This design comes from an exercise in tuning for a short achievable clock period and few clock cycles on the open sky130 flow, not from production work. Only simulation tests tie the RTL to the original design; equivalence was not proved. Power and IR drop assume default switching activity.

[flow/design.v]
package rv_pkg;
    typedef enum logic [6:0] {
        OP     = 7'b0110011,
        OP_IMM = 7'b0010011,
        LUI    = 7'b0110111,
        LOAD   = 7'b0000011,
        STORE  = 7'b0100011,
        BRANCH = 7'b1100011
    } opcode_e;
    typedef enum logic [2:0] {
        ADD    = 3'd0,
        SUB    = 3'd1,
        AND    = 3'd2,
        OR     = 3'd3,
        XOR    = 3'd4,
        PASS_B = 3'd5
    } alu_op_e;
endpackage
module regfile (
    input  logic                i_CLK,
    input  logic                i_RSTn,
    input  logic [4:0]          i_rs1_ptr,
    input  logic [4:0]          i_rs2_ptr,
    input  logic [4:0]          i_rd_ptr,
    input  logic [32-1:0] i_rd,
    input  logic                i_we,
    output logic [32-1:0] o_rs1,
    output logic [32-1:0] o_rs2
);
    logic [32-1:0] regs [1:31];
    function automatic logic [32-1:0] read_port(input logic [4:0] ptr);
        logic [32-1:0] val;
        if (ptr == 5'd0) begin
            val = '0;
        end else if (i_we && (ptr == i_rd_ptr)) begin
            val = i_rd;
        end else begin
            val = regs[ptr];
        end
        read_port = val;
    endfunction
    always_ff @(posedge i_CLK) begin
        if (!i_RSTn) begin
            for (int i = 1; i < 32; i++) begin
                regs[i] <= '0;
            end
        end else if (i_we && (i_rd_ptr != 5'd0)) begin
            regs[i_rd_ptr] <= i_rd;
        end
    end
    always_comb begin
        o_rs1 = read_port(i_rs1_ptr);
        o_rs2 = read_port(i_rs2_ptr);
    end
endmodule
module decode (
    input  logic                i_CLK,
    input  logic                i_RSTn,
    input  logic [32-1:0] i_INSTRUCTION,
    input  logic                i_stall,
    input  logic                i_redirect,
    input  logic [32-1:0] i_redirect_pc,
    input  logic [32-1:0] i_wb_rd,
    input  logic [4:0]          i_wb_rd_ptr,
    input  logic                i_wb_we,
    output logic [32-1:0] o_PC,
    output logic                o_de_valid,
    output rv_pkg::alu_op_e     o_de_alu_op,
    output logic [32-1:0] o_de_op_a,
    output logic [32-1:0] o_de_op_b,
    output logic [32-1:0] o_de_rs2_val,
    output logic [4:0]          o_de_rd_ptr,
    output logic                o_de_reg_we,
    output logic                o_de_mem_we,
    output logic                o_de_mem_re,
    output logic                o_de_is_branch,
    output logic [32-1:0] o_de_branch_target
);
    logic [32-1:0] pc_q;
    logic [32-1:0] word_pc;
    logic [32-1:0] hold_word;
    logic                hold_valid;
    logic                squash_next;
    logic [32-1:0] word;
    rv_pkg::opcode_e     opcode;
    logic [2:0]          funct3;
    logic [32-1:0] imm_i;
    logic [32-1:0] imm_s;
    logic [32-1:0] imm_b;
    logic [32-1:0] imm_u;
    logic [32-1:0] imm;
    logic [32-1:0] rs1_val;
    logic [32-1:0] rs2_val;
    rv_pkg::alu_op_e     alu_op;
    logic                use_imm;
    logic                legal;
    logic                reg_we;
    logic                mem_we;
    logic                mem_re;
    logic                is_branch;
    logic                dec_valid;
    always_ff @(posedge i_CLK) begin
        if (!i_RSTn) begin
            pc_q <= 32'h0000_0000;
        end else if (i_redirect) begin
            pc_q <= i_redirect_pc;
        end else if (!i_stall) begin
            pc_q <= pc_q + 32'd4;
        end
    end
    assign o_PC = pc_q;
    assign word_pc = pc_q - 32'd4;
    always_ff @(posedge i_CLK) begin
        if (!i_RSTn) begin
            hold_valid <= 1'b0;
        end else begin
            hold_valid <= i_stall;
        end
    end
    always_ff @(posedge i_CLK) begin
        if (i_stall && !hold_valid) begin
            hold_word <= i_INSTRUCTION;
        end
    end
    assign word = hold_valid ? hold_word : i_INSTRUCTION;
    always_ff @(posedge i_CLK) begin
        if (!i_RSTn) begin
            squash_next <= 1'b1;
        end else if (i_redirect) begin
            squash_next <= 1'b1;
        end else if (!i_stall) begin
            squash_next <= 1'b0;
        end
    end
    assign opcode = rv_pkg::opcode_e'(word[6:0]);
    assign funct3 = word[14:12];
    assign imm_i  = {{20{word[31]}}, word[31:20]};
    assign imm_s  = {{20{word[31]}}, word[31:25], word[11:7]};
    assign imm_b  = {{19{word[31]}}, word[31], word[7], word[30:25], word[11:8], 1'b0};
    assign imm_u  = {word[31:12], 12'b0};
    always_comb begin
        alu_op    = rv_pkg::ADD;
        use_imm   = 1'b1;
        imm       = imm_i;
        legal     = 1'b0;
        reg_we    = 1'b0;
        mem_we    = 1'b0;
        mem_re    = 1'b0;
        is_branch = 1'b0;
        case (opcode)
            rv_pkg::OP: begin
                use_imm = 1'b0;
                reg_we  = 1'b1;
                legal   = 1'b1;
                case (funct3)
                    3'b000:  alu_op = word[30] ? rv_pkg::SUB : rv_pkg::ADD;
                    3'b100:  alu_op = rv_pkg::XOR;
                    3'b110:  alu_op = rv_pkg::OR;
                    3'b111:  alu_op = rv_pkg::AND;
                    default: legal = 1'b0;
                endcase
            end
            rv_pkg::OP_IMM: begin
                reg_we = 1'b1;
                legal  = (funct3 == 3'b000);
            end
            rv_pkg::LUI: begin
                alu_op = rv_pkg::PASS_B;
                imm    = imm_u;
                reg_we = 1'b1;
                legal  = 1'b1;
            end
            rv_pkg::LOAD: begin
                reg_we = 1'b1;
                mem_re = 1'b1;
                legal  = (funct3 == 3'b010);
            end
            rv_pkg::STORE: begin
                imm    = imm_s;
                mem_we = 1'b1;
                legal  = (funct3 == 3'b010);
            end
            rv_pkg::BRANCH: begin
                use_imm   = 1'b0;
                is_branch = 1'b1;
                legal     = (funct3 == 3'b000);
            end
            default: legal = 1'b0;
        endcase
    end
    assign dec_valid = legal & ~squash_next & ~i_redirect;
    regfile u_regfile (
        .i_CLK     (i_CLK),
        .i_RSTn    (i_RSTn),
        .i_rs1_ptr (word[19:15]),
        .i_rs2_ptr (word[24:20]),
        .i_rd_ptr  (i_wb_rd_ptr),
        .i_rd      (i_wb_rd),
        .i_we      (i_wb_we),
        .o_rs1     (rs1_val),
        .o_rs2     (rs2_val)
    );
    always_ff @(posedge i_CLK) begin
        if (!i_RSTn) begin
            o_de_valid <= 1'b0;
        end else if (!i_stall) begin
            o_de_valid <= dec_valid;
        end
    end
    always_ff @(posedge i_CLK) begin
        if (!i_stall) begin
            o_de_alu_op        <= alu_op;
            o_de_op_a          <= rs1_val;
            o_de_op_b          <= use_imm ? imm : rs2_val;
            o_de_rs2_val       <= rs2_val;
            o_de_rd_ptr        <= word[11:7];
            o_de_reg_we        <= reg_we;
            o_de_mem_we        <= mem_we;
            o_de_mem_re        <= mem_re;
            o_de_is_branch     <= is_branch;
            o_de_branch_target <= word_pc + imm_b;
        end
    end
endmodule
module execute (
    input  logic                i_stall,
    input  logic                i_de_valid,
    input  rv_pkg::alu_op_e     i_de_alu_op,
    input  logic [32-1:0] i_de_op_a,
    input  logic [32-1:0] i_de_op_b,
    input  logic [32-1:0] i_de_rs2_val,
    input  logic [4:0]          i_de_rd_ptr,
    input  logic                i_de_reg_we,
    input  logic                i_de_mem_we,
    input  logic                i_de_mem_re,
    input  logic                i_de_is_branch,
    input  logic [32-1:0] i_de_branch_target,
    output logic [32-1:0] o_mem_addr,
    output logic [32-1:0] o_mem_wdata,
    output logic                o_mem_we,
    output logic                o_mem_re,
    input  logic [32-1:0] i_mem_rdata,
    output logic [32-1:0] o_wb_rd,
    output logic [4:0]          o_wb_rd_ptr,
    output logic                o_wb_we,
    output logic                o_redirect,
    output logic [32-1:0] o_redirect_pc
);
    logic [32-1:0] alu_res;
    logic                taken;
    always_comb begin
        case (i_de_alu_op)
            rv_pkg::ADD:    alu_res = i_de_op_a + i_de_op_b;
            rv_pkg::SUB:    alu_res = i_de_op_a - i_de_op_b;
            rv_pkg::AND:    alu_res = i_de_op_a & i_de_op_b;
            rv_pkg::OR:     alu_res = i_de_op_a | i_de_op_b;
            rv_pkg::XOR:    alu_res = i_de_op_a ^ i_de_op_b;
            rv_pkg::PASS_B: alu_res = i_de_op_b;
            default:        alu_res = i_de_op_a + i_de_op_b;
        endcase
    end
    assign o_mem_addr  = alu_res;
    assign o_mem_wdata = i_de_rs2_val;
    assign o_mem_we    = i_de_valid & i_de_mem_we;
    assign o_mem_re    = i_de_valid & i_de_mem_re;
    assign o_wb_rd     = i_de_mem_re ? i_mem_rdata : alu_res;
    assign o_wb_rd_ptr = i_de_rd_ptr;
    assign o_wb_we     = i_de_valid & i_de_reg_we & ~i_stall;
    assign taken         = i_de_valid & i_de_is_branch & (i_de_op_a == i_de_op_b);
    assign o_redirect    = taken & ~i_stall;
    assign o_redirect_pc = i_de_branch_target;
endmodule
module lsu (
    input  logic [32-1:0] i_mem_addr,
    input  logic [32-1:0] i_mem_wdata,
    input  logic                i_mem_we,
    input  logic                i_mem_re,
    output logic [32-1:0] o_mem_rdata,
    output logic                o_mem_stall,
    input  logic                i_BUS_GNT,
    input  logic [32-1:0] i_BUS_RDATA,
    output logic [32-1:0] o_BUS_ADDR,
    output logic [32-1:0] o_BUS_WDATA,
    output logic                o_BUS_WE,
    output logic                o_BUS_RE,
    output logic                o_BUS_REQ
);
    logic req;
    assign req = i_mem_we | i_mem_re;
    assign o_BUS_ADDR  = i_mem_addr;
    assign o_BUS_WDATA = i_mem_we ? i_mem_wdata : '0;
    assign o_BUS_WE    = i_mem_we;
    assign o_BUS_RE    = i_mem_re;
    assign o_BUS_REQ   = req;
    assign o_mem_stall = req & ~i_BUS_GNT;
    assign o_mem_rdata = i_BUS_RDATA;
endmodule
module core (
    input  logic                i_CLK,
    input  logic                i_RSTn,
    input  logic [32-1:0] i_INSTRUCTION,
    input  logic [32-1:0] i_BUS_RDATA,
    input  logic                i_BUS_GNT,
    output logic [32-1:0] o_PC,
    output logic [32-1:0] o_BUS_WDATA,
    output logic [32-1:0] o_BUS_ADDR,
    output logic                o_BUS_WE,
    output logic                o_BUS_RE,
    output logic                o_BUS_REQ
);
    logic                de_valid;
    rv_pkg::alu_op_e     de_alu_op;
    logic [32-1:0] de_op_a;
    logic [32-1:0] de_op_b;
    logic [32-1:0] de_rs2_val;
    logic [4:0]          de_rd_ptr;
    logic                de_reg_we;
    logic                de_mem_we;
    logic                de_mem_re;
    logic                de_is_branch;
    logic [32-1:0] de_branch_target;
    logic [32-1:0] mem_addr;
    logic [32-1:0] mem_wdata;
    logic                mem_we;
    logic                mem_re;
    logic [32-1:0] mem_rdata;
    logic                mem_stall;
    logic [32-1:0] wb_rd;
    logic [4:0]          wb_rd_ptr;
    logic                wb_we;
    logic                redirect;
    logic [32-1:0] redirect_pc;
    decode u_decode (
        .i_CLK         (i_CLK),
        .i_RSTn        (i_RSTn),
        .i_INSTRUCTION (i_INSTRUCTION),
        .i_stall       (mem_stall),
        .i_redirect    (redirect),
        .i_redirect_pc (redirect_pc),
        .i_wb_rd       (wb_rd),
        .i_wb_rd_ptr   (wb_rd_ptr),
        .i_wb_we       (wb_we),
        .o_PC          (o_PC),
        .o_de_valid         (de_valid),
        .o_de_alu_op        (de_alu_op),
        .o_de_op_a          (de_op_a),
        .o_de_op_b          (de_op_b),
        .o_de_rs2_val       (de_rs2_val),
        .o_de_rd_ptr        (de_rd_ptr),
        .o_de_reg_we        (de_reg_we),
        .o_de_mem_we        (de_mem_we),
        .o_de_mem_re        (de_mem_re),
        .o_de_is_branch     (de_is_branch),
        .o_de_branch_target (de_branch_target)
    );
    execute u_execute (
        .i_stall       (mem_stall),
        .i_de_valid         (de_valid),
        .i_de_alu_op        (de_alu_op),
        .i_de_op_a          (de_op_a),
        .i_de_op_b          (de_op_b),
        .i_de_rs2_val       (de_rs2_val),
        .i_de_rd_ptr        (de_rd_ptr),
        .i_de_reg_we        (de_reg_we),
        .i_de_mem_we        (de_mem_we),
        .i_de_mem_re        (de_mem_re),
        .i_de_is_branch     (de_is_branch),
        .i_de_branch_target (de_branch_target),
        .o_mem_addr    (mem_addr),
        .o_mem_wdata   (mem_wdata),
        .o_mem_we      (mem_we),
        .o_mem_re      (mem_re),
        .i_mem_rdata   (mem_rdata),
        .o_wb_rd       (wb_rd),
        .o_wb_rd_ptr   (wb_rd_ptr),
        .o_wb_we       (wb_we),
        .o_redirect    (redirect),
        .o_redirect_pc (redirect_pc)
    );
    lsu u_lsu (
        .i_mem_addr  (mem_addr),
        .i_mem_wdata (mem_wdata),
        .i_mem_we    (mem_we),
        .i_mem_re    (mem_re),
        .o_mem_rdata (mem_rdata),
        .o_mem_stall (mem_stall),
        .i_BUS_GNT   (i_BUS_GNT),
        .i_BUS_RDATA (i_BUS_RDATA),
        .o_BUS_ADDR  (o_BUS_ADDR),
        .o_BUS_WDATA (o_BUS_WDATA),
        .o_BUS_WE    (o_BUS_WE),
        .o_BUS_RE    (o_BUS_RE),
        .o_BUS_REQ   (o_BUS_REQ)
    );
endmodule
[flow/run.sh]
#!/bin/bash
# synth_recipe.tcl (not shown) runs the flow's synth.tcl, then flattens the netlist and writes it again
# the make line also repeats each setting of config.mk as NAME=value (left out here)
make -C /OpenROAD-flow-scripts/flow DESIGN_CONFIG=/design/flow/config.mk WORK_HOME=/design/flow/orfs CLKGATE_MAP_FILE= SYNTH_SCRIPT=/design/flow/synth_recipe.tcl finish
[flow/config.mk]
export PLATFORM = sky130hd
export DESIGN_NAME = core
export DESIGN_NICKNAME = core
export VERILOG_FILES = /design/flow/design.v
export SDC_FILE = /design/flow/constraint.sdc
export NUM_CORES = 4
export LEC_CHECK = 0
export CAP_MARGIN = 20
export CORE_MARGIN = 2
export CORE_UTILIZATION = 40
export SLEW_MARGIN = 20
[flow/constraint.sdc]
create_clock -name core_clock -period 6.5 [get_ports {i_CLK}]
set_input_delay 1.3000 -clock core_clock [delete_from_list [all_inputs] [get_ports {i_CLK}]]
set_output_delay 1.3000 -clock core_clock [all_outputs]
set_load 0.01 [all_outputs]
==> flow_results.xml <==
<?xml version="1.0" encoding="UTF-8"?>
<metrics>
  <group name="timing">
    <metric name="layout_setup_ws" unit="ns">0.168</metric>
    <metric name="grt_setup_unrepaired" unit="">true</metric>
    <metric name="timing_hold_violations_final" unit="">0</metric>
    <metric name="finClkSkew" unit="ns">0.0335</metric>
    <metric name="report.final.setup_viol" unit="">0</metric>
    <metric name="fin_crit_sh" unit="%">97.4</metric>
    <metric name="hold-worst-slack" unit="ns">0.501</metric>
    <metric name="slew_headroom" unit="%">16.4</metric>
    <metric name="post-route-min-period" unit="ns">6.33</metric>
    <metric name="tightest_slew" unit="ns">1.24</metric>
    <metric name="timing_max_transition_violations_final" unit="">0</metric>
    <metric name="max_clock_freq" unit="MHz">158</metric>
  </group>
  <group name="clocking">
    <metric name="clock-sinks" unit="">1231</metric>
    <metric name="clock-root-buffer" unit="">sky130_fd_sc_hd__clkbuf_16</metric>
    <metric name="htree_levels" unit="">4</metric>
    <metric name="tritoncts" unit="">built</metric>
    <metric name="clk_pin_slew" unit="ns">0.06</metric>
    <metric name="cts-root-to-sink-buffers" unit="">3</metric>
    <metric name="cts_buffers" unit="">141</metric>
    <metric name="clk-insertion-delay-late" unit="ns">0.84</metric>
  </group>
  <group name="synthesis">
    <metric name="synth-xor-area-share" unit="%">0.493</metric>
    <metric name="synth_top_family_by_area" unit="">simple AND/OR/NAND/NOR gates</metric>
    <metric name="synth_ff_type" unit="">sky130_fd_sc_hd__edfxtp_1</metric>
    <metric name="postSynthRegisterBits" unit="">1231</metric>
    <metric name="synth_simple_gate_area_share" unit="%">28.8</metric>
    <metric name="yosys_warnings" unit="">3</metric>
    <metric name="share_of_the_synthesized_area_in_the_top_cell_type" unit="%">49.3</metric>
    <metric name="netlist_top_cells_area" unit="">sky130_fd_sc_hd__edfxtp_1 49%, sky130_fd_sc_hd__nand2_1 12%, sky130_fd_sc_hd__nand3_1 7.3%, sky130_fd_sc_hd__nor2_1 6.1%, sky130_fd_sc_hd__a311oi_1 4.1%</metric>
    <metric name="synth_adder_area_share" unit="%">2.75</metric>
    <metric name="yosysTopAreaCell" unit="">sky130_fd_sc_hd__edfxtp_1</metric>
    <metric name="count_of_flip_flops_with_a_built_in_enable_after_synthesis" unit="">1196</metric>
    <metric name="synth-compound-area-share" unit="%">11.2</metric>
    <metric name="yosys-mux-area-fraction" unit="%">0.899</metric>
    <metric name="ys_async_sr_fraction" unit="%">0</metric>
    <metric name="synth.cell_area" unit="sq um">72800</metric>
    <metric name="synth.cells.most_frequent" unit="">2294 x sky130_fd_sc_hd__nand2_1, 1196 x sky130_fd_sc_hd__edfxtp_1, 1188 x sky130_fd_sc_hd__nor2_1</metric>
    <metric name="post_synthesis_instance_total" unit="">8597</metric>
    <metric name="yosysMostFrequentCell" unit="">sky130_fd_sc_hd__nand2_1</metric>
    <metric name="synth_sequential_area_ratio" unit="%">50.3</metric>
    <metric name="netlist-cell-type-count" unit="">93</metric>
    <metric name="syn-mean-instance-area" unit="sq um">8.47</metric>
  </group>
  <group name="worst_hold_path">
    <metric name="worst_hold_path.num_cells" unit="">2</metric>
    <metric name="hold_class" unit="">reg -&gt; reg</metric>
  </group>
  <group name="placed_design">
    <metric name="dpl.hpwl" unit="mm">195</metric>
    <metric name="gpl.final_weighted_congestion" unit="">0.964</metric>
    <metric name="port_buffers" unit="">165</metric>
    <metric name="dpl_worst_slack" unit="ns">0.234</metric>
    <metric name="place.detailed.instances" unit="">10800</metric>
  </group>
  <group name="routing">
    <metric name="drt-total-wl" unit="mm">312</metric>
    <metric name="drcViolationCount" unit="">0</metric>
    <metric name="drt_pass1_iterations" unit="">9</metric>
    <metric name="routed_wire_length_per_instance" unit="um">28.4</metric>
    <metric name="vias_per_cell" unit="">6.30</metric>
    <metric name="route.vias.total" unit="">69300</metric>
    <metric name="drtAntennaViolNets" unit="">0</metric>
    <metric name="number_of_drc_markers_in_iteration_0" unit="">11000</metric>
  </group>
  <group name="power_and_ir_drop">
    <metric name="p_switching" unit="mW">7.12</metric>
    <metric name="power_report.internal_total" unit="mW">14.9</metric>
    <metric name="share_clk_of_total_power" unit="%">36.5</metric>
    <metric name="ir_worst_vdd" unit="mV">0.255</metric>
    <metric name="power_frac_seq" unit="%">42.3</metric>
    <metric name="power_leakage" unit="nW">32.4</metric>
    <metric name="power.share.switching" unit="%">32.3</metric>
    <metric name="power_per_cell_area" unit="nW/um^2">266</metric>
    <metric name="power.share.combinational" unit="%">21.1</metric>
  </group>
  <group name="critical_path">
    <metric name="critPathMaxFanout" unit="">12</metric>
    <metric name="reg2reg_depth" unit="">12</metric>
    <metric name="setup.worst_path.class" unit="">reg -&gt; out</metric>
    <metric name="worst_setup_ep" unit="">o_BUS_ADDR[30]</metric>
    <metric name="cpPeakStageDelay" unit="ns">0.56</metric>
    <metric name="critical_path.reg2reg.endpoint" unit="">u_decode.o_de_op_b[14]</metric>
    <metric name="crit_path_frequent_cell" unit="">sky130_fd_sc_hd__inv_1</metric>
    <metric name="critPathCaptureType" unit="">output pin</metric>
    <metric name="cp_slowest_cell" unit="">sky130_fd_sc_hd__ha_1</metric>
    <metric name="r2r-start" unit="">u_decode.hold_valid</metric>
    <metric name="timing.critical_path.from_type" unit="">register</metric>
    <metric name="crit_path_start" unit="">u_decode.o_de_op_b[17]</metric>
    <metric name="cp_data_required_time" unit="ns">5.20</metric>
    <metric name="critical_path_at" unit="ns">5.03</metric>
    <metric name="reg2reg_setup_slack" unit="ns">0.81</metric>
    <metric name="crit_chain" unit="">inv_1 -&gt; ha_1 -&gt; inv_1 -&gt; a21oi_1 -&gt; nand3_1 -&gt; a311o_1 -&gt; a2111o_1 -&gt; a2111o_1 -&gt; a31oi_1 -&gt; o211ai_1 -&gt; inv_1 -&gt; clkdlybuf4s50_1</metric>
  </group>
  <group name="global_routing">
    <metric name="antenna_found_initial" unit="">10</metric>
    <metric name="groute.usage.overall" unit="%">32.7</metric>
    <metric name="grt_first_pass_wirelength" unit="mm">446</metric>
    <metric name="global_route.overflow_total" unit="">0</metric>
    <metric name="first_global_vias" unit="">64500</metric>
    <metric name="grt_max_degree" unit="">141</metric>
  </group>
  <group name="final_layout">
    <metric name="instances_no_fill" unit="">11000</metric>
    <metric name="num-nets-final" unit="">8754</metric>
    <metric name="drive_gt1_share" unit="%">8.36</metric>
    <metric name="area.growth.synth_to_final" unit="%">14.1</metric>
  </group>
  <group name="die">
    <metric name="fp-row-count" unit="">156</metric>
    <metric name="initial_core_util" unit="%">40.3</metric>
    <metric name="die_height" unit="um">431</metric>
    <metric name="overall_die_area" unit="sq um">185000</metric>
    <metric name="die-width" unit="um">431</metric>
    <metric name="pin_count" unit="">166</metric>
    <metric name="core-area" unit="sq um">181000</metric>
  </group>
  <group name="flow_run">
    <metric name="max_cap_check_violation_count" unit="">0</metric>
  </group>
  <group name="outcome">
    <metric name="outcome" unit="">finished clean</metric>
  </group>
</metrics>
[repair_timing]
action | in CTS | in global routing
setup endpoints to repair | 0 | 3
resized for setup | 0 | 3
hold buffers | 0 | 0
setup buffers | 0 | 0
[power groups by stage]
stage / logic [mW] / registers (mW) / clock network, mW
global placement: 4.42 / 9.47 / 0
CTS: 4.47 / 9.32 / 8.07
finish: 4.66 / 9.33 / 8.06
floorplan: 2.50 / 9.39 / 0
detailed placement: 4.46 / 9.48 / 0
global route: 4.83 / 9.36 / 8.37
[metrics by stage]
stage / util [%] / total power [mW] / instance area (sq um) / setup TNS, ns
floorplan: - / 11.9 / 72900 / 0
CTS: 45.9 / 21.9 / 83000 / 0
global placement: 43.4 / 13.9 / 78400 / 0
finish: 45.9 / 22.0 / 83000 / 0
global route: 45.9 / 22.6 / 83000 / -0.0106
detailed placement: 43.4 / 13.9 / 78500 / 0
[metal layers]
| layer | GRT usage [%] | share of wire [%] | routed length (um) |
|---|---|---|---|
| met5 | 0 | 0.026 | 81 |
| met4 | 22.0 | 7.8 | 24200 |
| met3 | 8.53 | 13 | 40800 |
| met2 | 49.4 | 43 | 134000 |
| met1 | 41.2 | 36 | 113000 |
[cells in the final DEF, fill, tap and decap left out, types with 23 or more instances in the layout]
cell type / netlist / layout
sky130_fd_sc_hd__nand2_2: 1 / 63
sky130_fd_sc_hd__o21ai_0: 123 / 123
sky130_fd_sc_hd__a311oi_1: 337 / 337
sky130_fd_sc_hd__a211oi_1: 82 / 81
sky130_fd_sc_hd__conb_1: 1 / 32
sky130_fd_sc_hd__mux2i_1: 44 / 24
sky130_fd_sc_hd__clkbuf_1: 560 / 27
sky130_fd_sc_hd__edfxtp_1: 1196 / 1196
sky130_fd_sc_hd__inv_1: 255 / 254
sky130_fd_sc_hd__dfxtp_1: 35 / 34
sky130_fd_sc_hd__nor3_1: 53 / 53
sky130_fd_sc_hd__and3_1: 189 / 189
sky130_fd_sc_hd__and2_1: 43 / 43
sky130_fd_sc_hd__o22ai_1: 31 / 31
sky130_fd_sc_hd__nand3_1: 1062 / 1062
sky130_fd_sc_hd__buf_12: 0 / 55
sky130_fd_sc_hd__xnor2_1: 34 / 34
sky130_fd_sc_hd__nor2_1: 1188 / 1184
sky130_fd_sc_hd__a31oi_1: 73 / 73
sky130_fd_sc_hd__clkdlybuf4s50_1: 0 / 164
sky130_fd_sc_hd__nand2b_1: 23 / 23
sky130_fd_sc_hd__clkbuf_16: 0 / 143
sky130_fd_sc_hd__buf_4: 1 / 305
sky130_fd_sc_hd__nand2_1: 2294 / 2232
sky130_fd_sc_hd__a21o_1: 34 / 34
sky130_fd_sc_hd__a21oi_1: 225 / 217
sky130_fd_sc_hd__ha_1: 155 / 155
sky130_fd_sc_hd__clkinv_1: 0 / 27
[sequential cells by signal, indices dropped and copies added, names as in the netlist, 5 cells and up]
signal and count:
u_decode.u_regfile.regs 1024, u_decode.hold_word 32, u_decode.o_de_branch_target 32, u_decode.o_de_op_a 32, u_decode.o_de_op_b 32, u_decode.o_de_rs2_val 32, u_decode.pc_q 32, u_decode.o_de_rd_ptr 5
[how the worst min path moves through the flow]
stage / start / to
global route: u_decode.pc_q[1] / u_decode.pc_q[1]
CTS: u_decode.pc_q[1] / u_decode.pc_q[1]
global placement: u_decode.pc_q[1] / u_decode.pc_q[1]
floorplan: u_decode.squash_next / u_decode.squash_next
detailed placement: u_decode.squash_next / u_decode.squash_next
finish: u_decode.pc_q[1] / u_decode.pc_q[1]
[area by class of cell]
cell class                 instances  area [sq um]
clock buffer                     171          3690
tap                             2370          2970
clock inverter                    76           802
timing repair buffer             528          5110
inverter                         260           981
fill                           17100         97700
sequential                      1231         36600
antenna                            2          5.00
multi-input combinational       6367         32900
[cells by family after synthesis]
| family | count (synthesis) |
|---|---|
| AND/OR/NAND/NOR | 4954 |
| flip-flops | 1231 |
| AO/OA/AOI/OAI | 1119 |
| buffers and inverters | 1030 |
| adder cells (fa/ha/maj) | 158 |
| multiplexers | 63 |
| XOR/XNOR | 41 |
| other | 1 |
[critical path: cells and delay by family, from the launching register on]
kind                       cells  cell delay (ns)
and+or+nand+nor                1             0.13
AOI/OAI and AO/OA              6             2.06
buffers and inverters          4             1.06
DFF                            1             0.37
adders and majority gates      1             0.56
Testbench counts, summed over its fixed seeds: cycles 60,518.

==> separate check: timing with driven ports <==
The flow's constraints put no driver on any port. The routed layout listed below was extracted and timed again, unchanged, in two steps. Step 1 sets driving cells, clkbuf_16 on the clock port and buf_2 on the other inputs (assumed; they add their load-dependent delay and slew). Step 2 times the ports against the registers' clock, not the clock port: input delays grow and output delays shrink by t, the midpoint of the rising clock arrivals with the driver on. Slacks: ideal ports / drivers / drivers and shift; pairs: ideal ports / drivers.
t, ns: 0.915
setup WS [ns]: 0.168 / 0.071 / -0.099
clock arrival spread, ns: 0.034 / 0.035
cell pins on the clock port's net: 1
With both steps, setup timing fails in this run, where it was met with ideal ports. The setup slack of this run moves by -0.097 ns with the drivers and by -0.267 ns with both steps.
